This is an optimization exercise on Yosys and OpenROAD, whose aim is small area and a short achievable clock period, not a production implementation. The RTL was checked by simulation tests, not by an equivalence proof against the original design.

==> flow/design.v (outline; a module is shown in full before it is edited, if it fits) <==
// module fir_tap_chain: 1261 lines
// module fir_fa: 10 lines
// module fir_ha: 9 lines
// module fir_out_stage: 35 lines
// module axis_fir_lowpass: 40 lines
module axis_fir_lowpass (
        input  logic               s00_axis_aclk,
        input  logic               rst_n,
        input  logic               s00_axis_tvalid,
        input  fir_pkg::bus_word_t s00_axis_tdata,
        input  logic               s00_axis_tlast,
        output logic               s00_axis_tready,
        input  logic               m00_axis_tready,
        output logic               m00_axis_tvalid,
        output fir_pkg::bus_word_t m00_axis_tdata,
        output logic               m00_axis_tlast
);
  // ...
==> flow/run.sh <==
#!/bin/bash
# synth_recipe.tcl (not shown) runs the flow's synth.tcl, then flattens the netlist and writes it again
# the make line also repeats each setting of config.mk as NAME=value (left out here)
make -C /OpenROAD-flow-scripts/flow DESIGN_CONFIG=/design/flow/config.mk WORK_HOME=/design/flow/orfs CLKGATE_MAP_FILE= SYNTH_SCRIPT=/design/flow/synth_recipe.tcl finish
==> flow/config.mk <==
export PLATFORM = sky130hd
export DESIGN_NAME = axis_fir_lowpass
export DESIGN_NICKNAME = axis_fir_lowpass
export VERILOG_FILES = /design/flow/design.v
export SDC_FILE = /design/flow/constraint.sdc
export NUM_CORES = 4
export LEC_CHECK = 0
export CAP_MARGIN = 20
export CORE_MARGIN = 2
export CORE_UTILIZATION = 60
export SETUP_SLACK_MARGIN = 5
export SLEW_MARGIN = 20
export SYNTH_HIERARCHICAL = 1
==> flow/constraint.sdc <==
create_clock -name core_clock -period 10.5 [get_ports {s00_axis_aclk}]
set_input_delay 2.1000 -clock core_clock [delete_from_list [all_inputs] [get_ports {s00_axis_aclk}]]
set_output_delay 2.1000 -clock core_clock [all_outputs]
set_load 0.01 [all_outputs]
==> flow_metrics.tcl, run 1 <==
set metrics [dict create \
    r2r_setup_slack_ns 5.82 \
    ys_seq_area_share_pct 34.8 \
    setup_viol 0 \
    most-common-layout-cells "720 x fa_1, 482 x dfrtp_1, 401 x mux2_2" \
    drt-wirelength-per-cell_um 20.7 \
    grt_antenna_before_repair 0 \
    critPathCapture "i_fir_out_stage.word[42]" \
    period_minus_slack_ns 5.39 \
    grt_overflow 0 \
    top_layer "met4" \
    slowest_stage "clkdlybuf4s50_1" \
    slew_headroom_pct 31.0 \
    dp_slack_ns 4.42 \
    finish.utilization_pct 66.3 \
    multi_input_area_um2 23900 \
    fmax_mhz 185 \
    ys.flop_type "dfrtp_1" \
    seq_share_pct 31.7 \
    cp-start-kind "input port" \
    synth.area.top_cells "fa_1 36%, dfrtp_1 30%, mux2_2 11%" \
    status "no timing/DRC/antenna violations" \
    worstHoldStart "i_fir_tap_chain.h4[23]" \
    period_share_pct 51.4 \
    synth_xor_xnor_area_share_pct 0.841 \
    worst_slew_pin_slew_ns 1.04 \
    cts.path.max_buffers 3 \
    drt-total-wl_um 78400 \
    max_stage_delay_ns 0.55 \
    dr_wl_met3_um 2390 \
    rsz0062_at_grt "false" \
    critPathTopFamily "compound AO/OA/AOI/OAI gates" \
    n_sequential_cell 541 \
    worst-path-stages 12 \
    io_pins 136 \
    crit_top_cell "fa_1" \
]
==> run 2: changes to the inputs <==
==> flow/flow/run.sh (new file) <==
#!/bin/bash
set -euo pipefail
bash standard.sh SETUP_SLACK_MARGIN=5.7 finish > standard.log 2>&1
==> flow/standard.sh (new file) <==
#!/bin/bash
# synth_recipe.tcl (not shown) runs the flow's synth.tcl, then flattens the netlist and writes it again
# the make line also repeats each setting of config.mk as NAME=value (left out here)
make -C /OpenROAD-flow-scripts/flow DESIGN_CONFIG=/design/flow/config.mk WORK_HOME=/design/flow/orfs CLKGATE_MAP_FILE= SYNTH_SCRIPT=/design/flow/synth_recipe.tcl "${@:-finish}"
--- a/flow/config.mk
+++ b/flow/config.mk
@@ -9,5 +9,4 @@
 export CORE_MARGIN = 2
 export CORE_UTILIZATION = 60
-export SETUP_SLACK_MARGIN = 5
 export SLEW_MARGIN = 20
 export SYNTH_HIERARCHICAL = 1
removed: flow/run.sh
==> run 2 against run 1 <==
  * Sequential share of layout area shrank 0.39 points
  * Count of clock-buffer cells in the layout is the same
  * Die area is the same
  * Highest routed layer unchanged
==> flow_metrics.tcl, run 2 <==
set metrics [dict create \
    status "no timing/DRC/antenna violations" \
    post_synth.cell_area_avg_um2 14.2 \
    most-common-layout-cells "713 x fa_1, 477 x dfrtp_1, 401 x mux2_2" \
    synth.area.top_cells "fa_1 36%, dfrtp_1 30%, mux2_2 11%" \
    rsz0062_at_grt "true" \
    drt-total-wl_um 79100 \
    synth_cell_types 60 \
    synthCells 2796 \
    yosysMostFrequentCell "fa_1" \
    cp_data_required_time_ns 10.88 \
    crit_start "s00_axis_tdata[36]" \
    vias 21000 \
    syn_nets 3774 \
    arrival_ns 5.28 \
    path_class "input port to flip-flop" \
    die_h_um 261 \
    synth-edff-count 44 \
    worstHoldStart "i_fir_tap_chain.h4[23]" \
    holdWs_ns 0.470 \
    grtUsageTotal_pct 25.0 \
    slew_headroom_pct 32.0 \
    clock-sinks 541 \
    clk_latency_ns 0.63 \
    drt-wirelength-per-cell_um 20.8 \
    dp_hpwl_um 61400 \
    cts_tree "done" \
    maxCapViolCount 0 \
    htree_levels 2 \
    path_cells "buf_8, fa_1, fa_1, ha_4, or3_4, o221a_4, a21o_4, a211oi_4, nor3_4, buf_6, buf_6, a221oi_4, xnor2_1" \
    synth.top_cell.area_share_pct 36.4 \
    setup_viol 0 \
    crit_buf_inv 3 \
    netlist_top_cells_count "720 x fa_1, 482 x dfrtp_1, 401 x mux2_2" \
    synth_area_um2 39600 \
    ys_seq_area_share_pct 34.8 \
    grt_max_degree 173 \
    max_stage_delay_ns 0.54 \
    r2r_start "i_fir_tap_chain.h6[24]" \
    grt_pass1_wl_um 130000 \
    grt_overflow 0 \
    ys.flop_type "dfrtp_1" \
    drt-initial-drc-count 1006 \
    tns_ns 0 \
    final_common_cell "fa_1" \
    cp-start-kind "input port" \
    nets 3867 \
    coreArea_um2 65500 \
    die_area_um2 68100 \
    first_global_vias 24100 \
    ys_warn_count 8 \
    numCtsBuffers 60 \
    crit_path_end_kind "flip-flop" \
    period_share_pct 46.6 \
    die_w_um 261 \
    period_minus_slack_ns 4.90 \
    antenna_left 0 \
    hold_viol_final 0 \
    start_util_pct 60.4 \
    clock_skew_ns 0.0171 \
    worst_slew_pin_slew_ns 1.02 \
    area_growth_syn_to_layout_pct 11.2 \
    antenna_cells 0 \
    root_buffer "clkbuf_16" \
    r2r_setup_slack_ns 5.87 \
    ys_async_sr_fraction_pct 91.9 \
    ys_ff_latch 541 \
    io_pins 136 \
    cts.clk_slew.worst_paths_ns 0.06 \
    drc_errors 0 \
    slowest_stage "fa_1" \
    crit_fanout 6 \
    hold_buffers 0 \
    io_buffers 103 \
    cts.path.max_buffers 3 \
    grt_antenna_before_repair 0 \
    first_pass_iters 5 \
    drive_gt1_share_pct 21.7 \
    fmax_mhz 204 \
    yosys.area.top_type "fa_1" \
    maxSlewViolCount 0 \
    critPathTopFamily "adder cells" \
    min_path_type "flip-flop to flip-flop" \
    vias_per_cell 5.52 \
    rows 94 \
    place_congestion 0.887 \
    reg_top3 "i_fir_out_stage.word (43), i_fir_tap_chain.q1 (43), i_fir_tap_chain.q2 (42)" \
]
==> run 2: cell count changes in the layout (fill, tap and decap cells not counted), sizes merged <==
cell           before  now
buf                11   34
clkbuf             88   92
clkdlybuf4s15       0    3
clkdlybuf4s50     102   72
clkinv             13   10
clkinvlp            4    2
dlygate4sd2         0   15
dlymetal6s2s        0    3
inv               399  403
==> run 2: per-module statistics from Yosys (local to each module, per instance), excerpt <==
module / area [um^2] / flip-flops and latches / cells inside / times used
fir_fa: 20.0 / 0 / 1 / 719
fir_ha: 12.5 / 0 / 1 / 71
fir_out_stage: 1530 / 45 / 69 / 1
fir_tap_chain: 22800 / 496 / 1937 / 1
==> run 2: area by class of cell <==
| type | count | area [um^2] |
|---|---|---|
| Inverter | 394 | 1480 |
| Clock buffer | 88 | 1790 |
| Fill cell | 4714 | 21500 |
| Tap cell | 864 | 1080 |
| Timing Repair Buffer | 131 | 1270 |
| Clock inverter | 25 | 259 |
| Multi-Input combinational cell | 1761 | 24300 |
| Sequential cell | 541 | 13800 |
==> run 2: per-stage QoR <==
stage               cells  setup slack [ns]  util [%]  area (um^2)
finish               3804              5.60      67.2        44000
global route         3804              5.59      67.2        44000
CTS                  3795              5.63      66.8        43800
detailed placement   3672              4.48      63.2        41400
global placement     3672              4.58      63.2        41400
floorplan            2796              5.55         -        39700
==> run 2: cells by family after synthesis <==
kind of cell             Yosys count  share of synthesized area, %
AND/OR/NAND/NOR                  186                          2.13
XOR/XNOR                          38                         0.841
flip-flops                       541                          34.8
adder cells (fa/ha/maj)          909                          42.4
buffers and inverters            494                          4.93
AO/OA/AOI/OAI                    219                          3.31
multiplexers                     409                          11.6
==> run 2: worst reg2reg max path: cells and delay by family, from the launching register on <==
family | cells | cell delay [ns]
adders and majority gates | 8 | 3.51
muxes | 1 | 0.27
DFF | 1 | 0.74
==> run 2: final timing paths <==
path	end	depth (start not counted)
worst max register to register	i_fir_tap_chain.q2[32]	9
worst min-delay path	i_fir_tap_chain.h5[23]	2
max in group asynchronous	i_fir_tap_chain.h6[26]	2
worst max-delay path	i_fir_out_stage.word[42]	13
min in group asynchronous	i_fir_out_stage.m00_axis_tvalid	1
worst min register to register	i_fir_tap_chain.h5[23]	2
==> run 2: metal layers <==
layer	share of wire, %	up-vias	global-route usage, %
met5	0	-	0
met4	2.5	0	6.92
met3	2.8	122	2.76
met2	57	313	46.8
met1	38	11400	30.7
li1	-	9174	-
==> run 2: repair_timing <==
| action | 4_1_cts | 5_1_grt |
|---|---|---|
| pin swaps | 18 | 25 |
| buffers inserted | 10 | 9 |
| gates resized for setup | 96 | 51 |
| endpoints found under the setup margin | 23 | 19 |
==> run 3: changes to the inputs <==
==> flow/flow/run.sh (replaced) <==
#!/bin/bash
set -euo pipefail
bash standard.sh SETUP_SLACK_MARGIN=5.7 "BUFFER_PORTS_ARGS=-buffer_cell sky130_fd_sc_hd__buf_1" finish > standard.log 2>&1
--- a/flow/config.mk
+++ b/flow/config.mk
@@ -6,7 +6,8 @@
 export NUM_CORES = 4
 export LEC_CHECK = 0
+export ABC_CLOCK_PERIOD_IN_PS = 1500
 export CAP_MARGIN = 20
 export CORE_MARGIN = 2
-export CORE_UTILIZATION = 60
+export CORE_UTILIZATION = 70
 export SLEW_MARGIN = 20
 export SYNTH_HIERARCHICAL = 1
==> run 3 against run 2 <==
  * Setup slack improved by 0.072 ns
  * Final cell count fell by 3.3%
  * Utilization rose by 9.1 points
  * Highest routed layer unchanged
  * Count of clock-buffer cells in the layout fell by 1
  * Synthesized cell count did not move
==> flow_metrics.tcl, run 3 <==
set metrics [dict create \
    area_growth_syn_to_layout_pct 8.26 \
    clock_skew_ns 0.0219 \
    final_common_cell "fa_1" \
    drt-wirelength-per-cell_um 21.3 \
    cp_data_required_time_ns 10.87 \
    grtUsageTotal_pct 28.9 \
    r2r_start "i_fir_tap_chain.h5[9]" \
    crit_start "s00_axis_tdata[36]" \
    arrival_ns 5.20 \
    dp_hpwl_um 60100 \
    yosysMostFrequentCell "fa_1" \
    ys_ff_latch 541 \
    root_buffer "clkbuf_16" \
    path_class "input port to flip-flop" \
    tns_ns 0 \
    antenna_cells 0 \
    drc_errors 0 \
    synth.top_cell.area_share_pct 36.4 \
    ys.flop_type "dfrtp_1" \
    cts.clk_slew.worst_paths_ns 0.06 \
    grt_pass1_wl_um 131000 \
    cts.path.max_buffers 3 \
    antenna_left 0 \
    htree_levels 2 \
    die_w_um 242 \
    ys_warn_count 8 \
    nets 3850 \
    drt-total-wl_um 78100 \
    most-common-layout-cells "719 x fa_1, 478 x dfrtp_1, 401 x mux2_2" \
    post_synth.cell_area_avg_um2 14.2 \
    ys_async_sr_fraction_pct 91.9 \
    r2r-end "i_fir_tap_chain.q1[11]" \
    ys_seq_area_share_pct 34.8 \
    fmax_mhz 207 \
    grt_max_degree 186 \
    syn_nets 3774 \
    clk_latency_ns 0.62 \
    synth-edff-count 44 \
    maxCapViolCount 0 \
    synth.area.top_cells "fa_1 36%, dfrtp_1 30%, mux2_2 11%" \
    grt_overflow 0 \
    hold_viol_final 0 \
    slew_headroom_pct 29.1 \
    r2r_setup_slack_ns 5.85 \
    setup_viol 0 \
    holdWs_ns 0.474 \
    coreArea_um2 56200 \
    die_area_um2 58500 \
    hold_buffers 0 \
    yosys.area.top_type "fa_1" \
    io_pins 136 \
    start_util_pct 70.5 \
    period_minus_slack_ns 4.82 \
    netlist_top_cells_count "720 x fa_1, 482 x dfrtp_1, 401 x mux2_2" \
    critPathCapture "i_fir_out_stage.word[42]" \
    die_h_um 242 \
    drt-initial-drc-count 1205 \
    vias 21200 \
    worst_slew_pin_slew_ns 1.06 \
    status "no timing/DRC/antenna violations" \
    clock-sinks 541 \
    maxSlewViolCount 0 \
    crit_path_end_kind "flip-flop" \
    cp-start-kind "input port" \
    synthCells 2796 \
    worst_r2r_path_depth 10 \
    period_share_pct 45.9 \
    numCtsBuffers 57 \
    crit_fanout 7 \
    rsz0062_at_grt "true" \
    synth_cell_types 60 \
    io_buffers 103 \
    cts_tree "done" \
    synth_area_um2 39600 \
    grt_antenna_before_repair 0 \
    reg_top3 "i_fir_out_stage.word (43), i_fir_tap_chain.q1 (43), i_fir_tap_chain.q2 (42)" \
    drive_gt1_share_pct 20.2 \
    first_global_vias 24500 \
    first_pass_iters 5 \
    vias_per_cell 5.77 \
    rows 87 \
    place_congestion 0.922 \
    min_path_type "flip-flop to flip-flop" \
]
[run 3: cell types whose count changed in the layout (fill, tap and decap cells not counted), moves of 4 or more]
cell / change
clkbuf_2: +4
inv_6: -6
ha_4: -8
fa_2: -6
buf_1: +92
buf_4: -12
fa_1: +6
ha_1: +9
dlygate4sd2_1: -15
clkdlybuf4s50_1: -72
[run 3: per-layer routing]
| metal | wire (um) | global-route usage [%] | vias up |
|---|---|---|---|
| li1 | - | - | 9149 |
| met1 | 29100 | 35.9 | 11500 |
| met2 | 44400 | 53.3 | 398 |
| met3 | 2400 | 3.37 | 167 |
| met4 | 2310 | 8.77 | 0 |
| met5 | 0 | 0 | - |
[run 3: critical path, stage by stage]
cell,delay (ns)
buf_8,0.10
fa_1,0.55
fa_1,0.45
ha_4,0.20
or3_4,0.37
o221a_4,0.25
a21o_1,0.22
a211oi_4,0.34
nor3_4,0.13
buf_4,0.16
a221oi_2,0.23
xnor2_1,0.09
[run 3: worst min-delay path by stage]
| stage | startpoint | endpoint | slack, ns | cells past startpoint |
|---|---|---|---|---|
| after floorplan | i_fir_tap_chain.h9[0] | i_fir_tap_chain.h10[0] | 0.45 | 2 |
| after global placement | i_fir_tap_chain.h4[30] | i_fir_tap_chain.h5[30] | 0.46 | 2 |
| after detailed placement | i_fir_tap_chain.h11[27] | i_fir_tap_chain.h12[27] | 0.47 | 2 |
| after CTS | i_fir_tap_chain.h4[21] | i_fir_tap_chain.h5[21] | 0.48 | 2 |
| after global routing | i_fir_tap_chain.q2[2] | i_fir_tap_chain.q2[2] | 0.50 | 2 |
| final | i_fir_tap_chain.h4[21] | i_fir_tap_chain.h5[21] | 0.47 | 2 |
[run 3: metrics by stage]
stage,std cells,utilization (%),instance area [um^2],worst slack (ns)
floorplan,2796,-,39700,5.55
global placement,3564,72.4,40600,5.01
detailed placement,3564,72.4,40600,4.91
CTS,3672,75.8,42600,5.69
global route,3677,76.3,42900,5.61
finish,3677,76.3,42900,5.68
[run 3: kinds of logic (layout without fill, tap and decap cells)]
logic type	count (synthesis)	after routing	synth area share, %
adder cells (fa/ha/maj)	909	909	42.4
flip-flops	541	541	34.8
XOR/XNOR	38	38	0.841
AND/OR/NAND/NOR	186	186	2.13
multiplexers	409	409	11.6
buffers and inverters	494	619	4.93
AO/OA/AOI/OAI	219	219	3.31
[run 3: repair_timing]
action,4_1_cts,5_1_grt
gates resized for setup,3,59
setup buffers,0,5
pin swaps,0,8
setup endpoints to repair,5,18
[run 3: Yosys stat by module, one instance, submodules excluded, excerpt]
module,cells,copies in the design,flip-flops and latches
fir_ha,1,71,0
fir_fa,1,719,0
fir_out_stage,69,1,45
fir_tap_chain,1937,1,496
[run 3: final cells by class]
| class | instances | area [um^2] |
|---|---|---|
| multi-input combinational | 1761 | 24100 |
| sequential | 541 | 13800 |
| timing repair buffer | 117 | 574 |
| inverter | 394 | 1480 |
| fill | 3548 | 13300 |
| clock inverter | 21 | 203 |
| tap | 756 | 946 |
| clock buffer | 87 | 1740 |
==> run 4: changes to the inputs <==
==> flow/flow/run.sh (replaced) <==
#!/bin/bash
set -euo pipefail
bash standard.sh SETUP_SLACK_MARGIN=6.0 "BUFFER_PORTS_ARGS=-buffer_cell sky130_fd_sc_hd__buf_1" finish > standard.log 2>&1
==> run 4 against run 3 <==
  * Synthesized cell count unchanged
  * Flip-flop and latch count unchanged
  * Utilization rose by 2.6 points
  * Sequential share of layout area is 0.66 points lower
  * Wire length is 4.7% higher
  * Synthesized area is the same
  * Global-route usage up 0.53 points
  * Critical path depth stayed put
  * Clock skew hardly changed
  * Critical endpoint is now i_fir_out_stage.word[38]
  * Largest cell class unchanged
==> flow_metrics.tcl, run 4 <==
set metrics [dict create \
    status "no timing/DRC/antenna violations" \
    synthCells 2796 \
    cts.clk_slew.worst_paths_ns 0.06 \
    drc_errors 0 \
    coreArea_um2 56200 \
    post_synth.cell_area_avg_um2 14.2 \
    drive_gt1_share_pct 29.8 \
    ys_seq_area_share_pct 34.8 \
    min_path_cells 2 \
    slew_headroom_pct 27.4 \
    crit_path_end_kind "flip-flop" \
    ys_async_sr_fraction_pct 91.9 \
    nets 3954 \
    drt-initial-drc-count 1144 \
    hold_viol_final 0 \
    setup_viol 0 \
    grt_max_degree 175 \
    most-common-layout-cells "644 x fa_1, 401 x mux2_2, 387 x inv_1" \
    root_buffer "clkbuf_16" \
    maxCapViolCount 0 \
    cp_data_required_time_ns 10.86 \
    crit_start "s00_axis_tdata[36]" \
    htree_levels 2 \
    r2r-end "i_fir_tap_chain.q2[35]" \
    start_util_pct 70.5 \
    clock_skew_ns 0.0216 \
    netlist_top_cells_count "720 x fa_1, 482 x dfrtp_1, 401 x mux2_2" \
    grt_overflow 0 \
    synth-edff-count 44 \
    drt-total-wl_um 81800 \
    die_area_um2 58500 \
    synth.area.top_cells "fa_1 36%, dfrtp_1 30%, mux2_2 11%" \
    hold-path-endpoint "i_fir_tap_chain.q2[41]" \
    area_growth_syn_to_layout_pct 11.9 \
    tns_ns 0 \
    final_common_cell "fa_1" \
    cts_tree "done" \
    first_global_vias 25000 \
    arrival_ns 5.08 \
    grtUsageTotal_pct 29.4 \
    drt-wirelength-per-cell_um 21.6 \
    r2r_setup_slack_ns 6.01 \
    worst_slew_pin_slew_ns 1.09 \
    rsz0062_at_grt "true" \
    die_w_um 242 \
    ys_ff_latch 541 \
    dp_hpwl_um 60300 \
    min_path_type "flip-flop to flip-flop" \
    crit_fanout 7 \
    hold_buffers 0 \
    dp_slack_ns 4.89 \
    grt_antenna_before_repair 1 \
    place_congestion 0.922 \
    fmax_mhz 212 \
    yosysMostFrequentCell "fa_1" \
    clk_latency_ns 0.62 \
    antenna_left 0 \
    ys_warn_count 8 \
    synth.top_cell.area_share_pct 36.4 \
    path_class "input port to flip-flop" \
    syn_nets 3774 \
    synth_cell_types 60 \
    numCtsBuffers 57 \
    cp-start-kind "input port" \
    io_buffers 103 \
    worstHoldStart "i_fir_tap_chain.q2[41]" \
    period_minus_slack_ns 4.72 \
    grt_pass1_wl_um 133000 \
    finish.utilization_pct 78.9 \
    worst_r2r_path_depth 10 \
    clock-sinks 541 \
    period_share_pct 45.0 \
    io_pins 136 \
    vias_per_cell 5.73 \
    cts.path.max_buffers 3 \
    maxSlewViolCount 0 \
    die_h_um 242 \
    setup_ws_ns 5.78 \
    synth_area_um2 39600 \
    ys.flop_type "dfrtp_1" \
    n_fill_cell 3339 \
    rows 87 \
    first_pass_iters 6 \
    yosys.area.top_type "fa_1" \
    reg_top3 "i_fir_out_stage.word (43), i_fir_tap_chain.q1 (43), i_fir_tap_chain.q2 (42)" \
    vias 21700 \
    r2r_start "i_fir_tap_chain.h6[23]" \
]
-- run 4: cell counts after synthesis --
No cell type changed its count.
-- run 4: Yosys stat by module (local to each module, per instance), excerpt --
module         copies in the design  flops+latches  cell area, um^2  cells
fir_out_stage                     1             45             1530     69
fir_ha                           71              0             12.5      1
fir_tap_chain                     1            496            22800   1937
fir_fa                          719              0             20.0      1
-- run 4: layout make-up --
| class | count | area (um^2) | share of cell area (%) |
|---|---|---|---|
| Inverter | 394 | 1480 | 3.34 |
| Timing Repair Buffer | 221 | 1520 | 3.43 |
| Tap cell | 756 | 946 | 2.14 |
| Clock buffer | 85 | 1630 | 3.69 |
| Multi-Input combinational cell | 1761 | 24500 | 55.3 |
| Clock inverter | 20 | 270 | 0.610 |
| Sequential cell | 541 | 14000 | 31.5 |
| Antenna cell | 1 | 2.50 | 0.00565 |
-- run 4: cell families after synthesis --
kind of cell | Yosys count | synth area share [%]
XOR/XNOR | 38 | 0.841
AND/OR/NAND/NOR | 186 | 2.13
AO/OA/AOI/OAI | 219 | 3.31
flip-flops | 541 | 34.8
multiplexers | 409 | 11.6
buffers and inverters | 494 | 4.93
adder cells (fa/ha/maj) | 909 | 42.4
-- run 4: worst max-delay path by stage --
stage / depth (start not counted) / to / slack (ns)
2_1_floorplan: 10 / i_fir_out_stage.word[42] / 5.55
3_3_place_gp: 12 / i_fir_out_stage.word[40] / 5.00
3_5_place_dp: 12 / i_fir_out_stage.word[40] / 4.89
4_1_cts: 11 / i_fir_out_stage.word[40] / 5.79
5_1_grt: 11 / i_fir_out_stage.word[42] / 5.72
6_report: 12 / i_fir_out_stage.word[38] / 5.78
-- run 4: worst max-delay path: stages --
cell      delay (ns)
buf_8           0.10
fa_1            0.54
fa_1            0.46
ha_4            0.20
or3_4           0.37
o221a_4         0.24
a21o_1          0.23
a211oi_4        0.35
nor3_4          0.12
buf_4           0.16
a21boi_2        0.13
xnor2_1         0.08
-- run 4: what timing repair did --
action | 4_1_cts | 5_1_grt
gates resized for setup | 146 | 160
setup endpoints to repair | 57 | 54
buffers inserted | 25 | 85
endpoints found under the hold margin | 0 | 0
pin swaps | 28 | 76
-- run 4: layer usage --
layer | GRT usage [%] | wire, um | vias up | share of wire (%)
met5 | 0 | 0 | - | 0
met4 | 9.82 | 2650 | 0 | 3.2
met3 | 3.44 | 2510 | 183 | 3.1
met2 | 54.3 | 46900 | 410 | 57
met1 | 36.1 | 29700 | 11700 | 36
li1 | - | - | 9365 | -
-- run 4: through the flow --
stage          hold slack, ns  instances  area (um^2)
5_1_grt                 0.490       3779        44300
6_report                0.475       3779        44300
3_3_place_gp            0.456       3563        40700
2_1_floorplan           0.449       2796        39700
3_5_place_dp            0.467       3563        40700
4_1_cts                 0.480       3693        43200

afterwards: timing with drivers on the ports:
The flow's constraints put no driver on any port. The routed layouts listed below were extracted and timed again, unchanged, in two steps. Step 1 sets driving cells, clkbuf_16 on the clock port and buf_2 on the other inputs (assumed; they add their load-dependent delay and slew). Step 2 adds t to the input delays and takes it off the output delays; t is the mean of the earliest and latest rising clock arrival at the registers after step 1. Input paths then give back, and output paths get back, about the clock's delay inside the block. Three values: no drivers, after step 1, after step 2; two values: the first two.
run	t, ns	setup slack, ns	slew at the worst register clock pin (ns)	worst data-port slew with drivers (ns)
run 1	0.682	5.106 / 5.146 / 4.464	0.07 / 0.07	0.05
run 2	0.689	5.604 / 5.631 / 4.942	0.06 / 0.06	0.05
run 3	0.673	5.677 / 5.703 / 5.030	0.07 / 0.07	0.06
run 4	0.672	5.777 / 5.798 / 5.126	0.07 / 0.07	0.07
After both steps setup and hold are still met in every run listed. For run 2, which loses most, drivers alone change the setup slack by +0.027 ns; drivers and shift together by -0.662 ns.
